What follows belongs to an exercise in optimizing a design on an open flow for small area, a short achievable clock period and few clock cycles; a production flow would make more cautious choices.
The flow treats the clock pin as an ideal source, which a real chip does not have.
Power is estimated from default activity; no workload was simulated.

== run A ==
==> flow/design.v <==
`timescale 1ns/1ps
`default_nettype none
package mem_pkg;
  typedef logic [31:0] addr_t;
  typedef logic [31:0] word_t;
  typedef logic [7:0]  byte_t;
  typedef logic [1:0]  size_t;
  localparam logic [1:0] IO_SELECT = 2'b11;  
endpackage
`default_nettype wire
`timescale 1ns/1ps
`default_nettype none
module mem_unit (
  input  logic                   clk_in,
  input  logic                   rst_in,
  input  logic                   rdy_in,
  input  logic                   fetch_en,
  input  mem_pkg::addr_t         fetch_addr,
  output logic                   fetch_done,
  output mem_pkg::word_t         fetch_data,
  input  logic                   load_en,
  input  mem_pkg::addr_t         load_addr,
  input  mem_pkg::size_t         load_size,
  output logic                   load_done,
  output mem_pkg::word_t         load_data,
  input  logic                   store_en,
  input  mem_pkg::addr_t         store_addr,
  input  mem_pkg::size_t         store_size,
  input  mem_pkg::word_t         store_data,
  output logic                   store_done,
  input  logic                   flush_in,
  input  logic                   io_buffer_full,
  input  mem_pkg::byte_t         mem_din,
  output mem_pkg::byte_t         mem_dout,
  output mem_pkg::addr_t         mem_a,
  output logic                   mem_wr
);
  logic        f_out;       
  logic        s_val;       
  logic [15:0] sw;
  logic [2:0]  fc;
  logic        fdin;        
  logic        f_sub;       
  logic [31:0] ra;
  logic        d_busy;
  logic        d_run;       
  logic        own;         
  logic        own_w;       
  logic        d_wr;        
  logic        d_io;        
  logic [17:0] d_q;         
  logic [1:0]  d_idx;       
  logic [1:0]  d_last;      
  logic [3:0]  wb;          
  logic        ldin;        
  logic        l_fin;       
  logic        ls1, ls2, ls4;  
  logic        d_req;
  logic [1:0]  req_size, req_last;
  logic [17:0] req_addr;
  logic        req_io;
  logic        d_go;        
  logic        d_end;       
  logic        l_start;     
  logic        f_new;       
  logic        c_out;       
  logic        f_go0;       
  logic        f_done0;     
  logic [2:0]  fc0;
  logic [15:0] sw0;
  logic [17:0] a_bus;       
  logic [17:0] a_inc;       
  logic        n_busy, n_run, n_wr, n_io, n_fout, n_own;
  logic        f_hold;      
  logic [2:0]  fc_h;
  logic [1:0]  n_idx, n_last;
  logic [2:0]  n_fc;
  assign d_req    = load_en || store_en;
  assign req_size = load_en ? load_size : store_size;
  assign req_last = req_size[1] ? 2'd3 : {1'b0, req_size[0]};
  assign req_addr = load_en ? load_addr[17:0] : store_addr[17:0];
  assign req_io   = (req_addr[17:16] == mem_pkg::IO_SELECT);
  assign d_go     = own && !(d_wr && d_io && io_buffer_full);
  assign d_end    = d_go && d_idx == d_last;
  assign c_out    = fetch_en || (f_out && !flush_in);
  assign f_go0    = !own && !fc[2] && (c_out || s_val) && !store_en;
  assign l_start  = own && !d_run && !d_wr;
  assign f_done0  = c_out && ((fc[2] && !l_start && !store_en) || (f_go0 && fc == 3'd3));
  assign fc0      = f_done0 ? 3'd0 : fc + {2'd0, f_go0};
  assign sw0      = f_done0 ? a_inc[17:2] : sw;
  assign f_new    = fetch_en && !(s_val && fetch_addr[17:2] == sw);
  assign a_bus    = own ? d_q : {sw, fc[1:0]};
  assign a_inc    = a_bus + 18'd1;
  assign mem_a    = {14'd0, a_bus};
  assign mem_dout = ({8{wb[0]}} & ra[7:0])   | ({8{wb[1]}} & ra[15:8]) |
                    ({8{wb[2]}} & ra[23:16]) | ({8{wb[3]}} & ra[31:24]);
  assign mem_wr   = rdy_in && own_w && !(d_io && io_buffer_full);
  assign fetch_data = {({8{f_sub}} & mem_din) | ra[31:24], ra[23:0]};
  assign load_data[7:0]   = ({8{ls1}} & mem_din) | ra[7:0];
  assign load_data[15:8]  = ({8{ls2}} & mem_din) | ra[15:8];
  assign load_data[23:16] = ra[23:16];
  assign load_data[31:24] = {8{ls4}} & mem_din;
  logic [1:0] f_lane, l_lane;
  assign f_lane = fc[1:0] - 2'd1;
  assign l_lane = d_idx - 2'd1;
  always_ff @(posedge clk_in)
  begin
    if (fdin)
      ra[8*f_lane +: 8] <= mem_din;
    if (ldin && !l_fin)
      ra[8*l_lane +: 8] <= mem_din;
    if (rdy_in && l_start)
    begin
      if (d_last == 2'd0)
        ra[7:0] <= 8'd0;
      if (!d_last[1])
        ra[23:8] <= 16'd0;
    end
    if (rdy_in && f_go0 && c_out && fc == 3'd3 && !f_new)
      ra[31:24] <= 8'd0;
    if (rdy_in && store_en)
      ra <= store_data;
  end
  always_comb
  begin
    n_busy = d_busy;
    n_run  = d_run;
    n_wr   = d_wr;
    n_io   = d_io;
    n_idx  = d_idx;
    n_last = d_last;
    n_fout = f_out;
    n_fc   = fc;
    if (!rdy_in)
    begin
      if (l_fin)
      begin
        n_busy = 1'b1;
        n_run  = 1'b1;
      end
    end
    else
    begin
      if (d_req)
      begin
        n_busy = 1'b1;
        n_run  = 1'b0;
        n_wr   = store_en;
        n_io   = req_io;
        n_idx  = 2'd0;
        n_last = req_last;
      end
      else if (own)
      begin
        n_run = 1'b1;
        if (d_end)
        begin
          n_busy = 1'b0;
          n_wr   = 1'b0;
        end
        else if (d_go)
          n_idx = d_idx + 2'd1;
      end
      n_fout = f_new || (c_out && !f_done0);
      n_fc   = (f_new || l_start || store_en) ? 3'd0 :
               (fetch_en && f_done0) ? 3'd4 : fc0;
    end
    fc_h   = fc + {2'd0, !own && !fc[2]};
    f_hold = (fetch_en || f_out) && fc_h != 3'd0 && !fc_h[2];
    if (!rdy_in)
      n_own = own || l_fin;
    else
      n_own = n_busy && (n_run || n_wr || !f_hold);
  end
  always_ff @(posedge clk_in)
  begin
    if (rst_in)
    begin
      f_out      <= 1'b0;
      s_val      <= 1'b0;
      fc         <= 3'd0;
      fdin       <= 1'b0;
      f_sub      <= 1'b0;
      ldin       <= 1'b0;
      l_fin      <= 1'b0;
      ls1        <= 1'b0;
      ls2        <= 1'b0;
      ls4        <= 1'b0;
      d_busy     <= 1'b0;
      d_run      <= 1'b0;
      own        <= 1'b0;
      own_w      <= 1'b0;
      d_wr       <= 1'b0;
      fetch_done <= 1'b0;
      load_done  <= 1'b0;
      store_done <= 1'b0;
    end
    else
    begin
      d_busy <= n_busy;
      d_run  <= n_run;
      d_wr   <= n_wr;
      d_io   <= n_io;
      d_idx  <= n_idx;
      d_last <= n_last;
      f_out  <= n_fout;
      fc     <= n_fc;
      own    <= n_own;
      own_w  <= n_own && n_wr;
      wb     <= 4'b0001 << n_idx;
      if (!rdy_in)
      begin
        fdin  <= 1'b0;
        f_sub <= 1'b0;
        ldin  <= 1'b0;
        l_fin <= 1'b0;
        ls1   <= 1'b0;
        ls2   <= 1'b0;
        ls4   <= 1'b0;
        if (l_fin)
          load_done <= 1'b0;
      end
      else
      begin
        if (d_req)
          d_q <= req_addr;
        else if (d_go && !d_end)
          d_q <= a_inc;
        ldin      <= d_go && !d_wr;
        l_fin     <= d_end && !d_wr;
        ls1       <= d_end && !d_wr && d_last == 2'd0;
        ls2       <= d_end && !d_wr && d_last == 2'd1;
        ls4       <= d_end && !d_wr && d_last[1];
        load_done <= d_end && !d_wr;
        store_done <= (n_own && n_wr && !n_io && n_idx == n_last) ||
                      (d_end && d_wr && d_io);
        fdin       <= f_go0 && !f_new;
        f_sub      <= f_go0 && c_out && fc == 3'd3 && !f_new;
        fetch_done <= f_done0 && !f_new;
        sw         <= fetch_en ? fetch_addr[17:2] : sw0;
        if (fetch_en)
          s_val <= 1'b1;
      end
    end
  end
endmodule
`default_nettype wire
==> flow/config.mk <==
export PLATFORM = sky130hd
export DESIGN_NAME = mem_unit
export DESIGN_NICKNAME = mem_unit
export VERILOG_FILES = /design/flow/design.v
export SDC_FILE = /design/flow/constraint.sdc
export NUM_CORES = 4
export LEC_CHECK = 0
export CAP_MARGIN = 20
export CORE_MARGIN = 2
export CORE_UTILIZATION = 55
export SETUP_SLACK_MARGIN = 2.5
export SLEW_MARGIN = 20
==> flow/constraint.sdc <==
create_clock -name core_clock -period 5.0 [get_ports {clk_in}]
set_input_delay 1.0000 -clock core_clock [delete_from_list [all_inputs] [get_ports {clk_in}]]
set_output_delay 1.0000 -clock core_clock [all_outputs]
set_load 0.01 [all_outputs]
standard.sh (not shown) runs the stock make flow with config.mk's settings and CLKGATE_MAP_FILE= SYNTH_SCRIPT=/design/flow/synth_recipe.tcl, a recipe that flattens the netlist after the stock synthesis.
==> flow/flow/run.sh <==
#!/bin/bash
# Standard layout, except:
# - the port buffers are plain buf_1 cells (the default pick is the slower
#   and larger clkdlybuf4s50_1); the resizer still sizes them up where
#   timing or slew needs it;
# - the clock tree is built by flow/clock_tree.tcl just before the CTS step
#   (one root buffer, one leaf buffer per cluster of flip-flops), and the
#   CTS step is then left with nothing to do. Its usual tree for this small
#   design is 17 leaf buffers of about 8 flip-flops each.
set -euo pipefail
export BUFFER_PORTS_ARGS="-buffer_cell sky130_fd_sc_hd__buf_1"
export PRE_CTS_TCL="$PWD/flow/clock_tree.tcl"
export CTS_ARGS="-clk_nets clk_in"
bash standard.sh > flow_make.log 2>&1
Other scripts of this flow, unchanged in this note and not shown: flow/flow/clock_tree.tcl
Run A: flow completed, timing, DRC and antenna clean
Input-level comparison between run B and run A:
diff --git a/flow/config.mk b/flow/config.mk
--- a/flow/config.mk
+++ b/flow/config.mk
@@ -8,5 +8,5 @@
 export CAP_MARGIN = 20
 export CORE_MARGIN = 2
-export CORE_UTILIZATION = 55
+export CORE_UTILIZATION = 70
 export SETUP_SLACK_MARGIN = 2.5
 export SLEW_MARGIN = 20
--- outcome ---
- Taking run A as the reference, in run B number of vias after detailed routing shows an increase of about 4%; post-layout utilization of the core shows an increase of 17 points; maximum net fanout on the critical path shows a reduction of 3; total routing resource utilization after global routing shows an increase of 7.2 points; wire length per cell shows an increase of about 3.4%.
- Final critical-path share of the clock period delta (run A -> run B): insignificant
- The highest clock rate of run A and that of run B are within noise of each other.
- Setup slack (run B over run A): decrease, 0.0060 ns
- In the final design statistics, run B uses fewer standard cells in total than run A.
- Largest net degree at the start of global routing: run B vs run A, no meaningful difference
- Detailed-route wire length on metal 1 (higher): run A
## Diff of input files: run C against run B
diff --git a/flow/config.mk b/flow/config.mk
--- a/flow/config.mk
+++ b/flow/config.mk
@@ -8,5 +8,5 @@
 export CAP_MARGIN = 20
 export CORE_MARGIN = 2
-export CORE_UTILIZATION = 70
+export CORE_UTILIZATION = 40
 export SETUP_SLACK_MARGIN = 2.5
 export SLEW_MARGIN = 20
Notes after the runs:
Looking only at die footprint, and setting everything else aside, the higher value of run B and run C goes to run C. Across both runs, core area was higher for run C than for run B. The clock latency reported for the late side of the worst-skew pair on run C is in line with that on run B. Run C has worst setup slack above what run B had. Sequential share of layout area for run C is lower than for run B. On number of diodes, run B tracks run C almost exactly. Relative to run B, the part of the cycle the worst path needs of run C is lower by 0.53 points. Chip width was lower in the run labelled run B. Compared run C against run B; power within noise. A source of the critical timing path of own is what run B shows, while rdy_in belongs to run C. The tap cell count in run C was higher than what run B gave.
No functional check of the RTL was part of any run of this note.

==> what the ideal ports hide <==
How much do the figures lean on ideal ports? The routed layouts below were timed once more, with nothing changed but the port constraints.
Step 1, drivers: a clkbuf_16 drives clk_in and a buf_2 each remaining input, both assumed.
Step 2, shift: input delay + t, output delay - t, t = (earliest + latest rising clock arrival at the registers) / 2. This alone moves slack from input paths to output paths.
Three values: no drivers, after step 1, after step 2; two values: the first two.
run | shift t [ns] | slack for setup (ns) | worst slew at a driven data input, ns
run A | 0.418 | 2.487 / 2.450 / 2.191 | 0.04
run B | 0.409 | 2.481 / 2.444 / 2.164 | 0.06
run C | 0.406 | 2.507 / 2.461 / 2.193 | 0.06
After both steps setup and hold are still met in every run listed. The setup slack of run B, which loses most, moves by -0.037 ns with the drivers and by -0.317 ns with both steps.
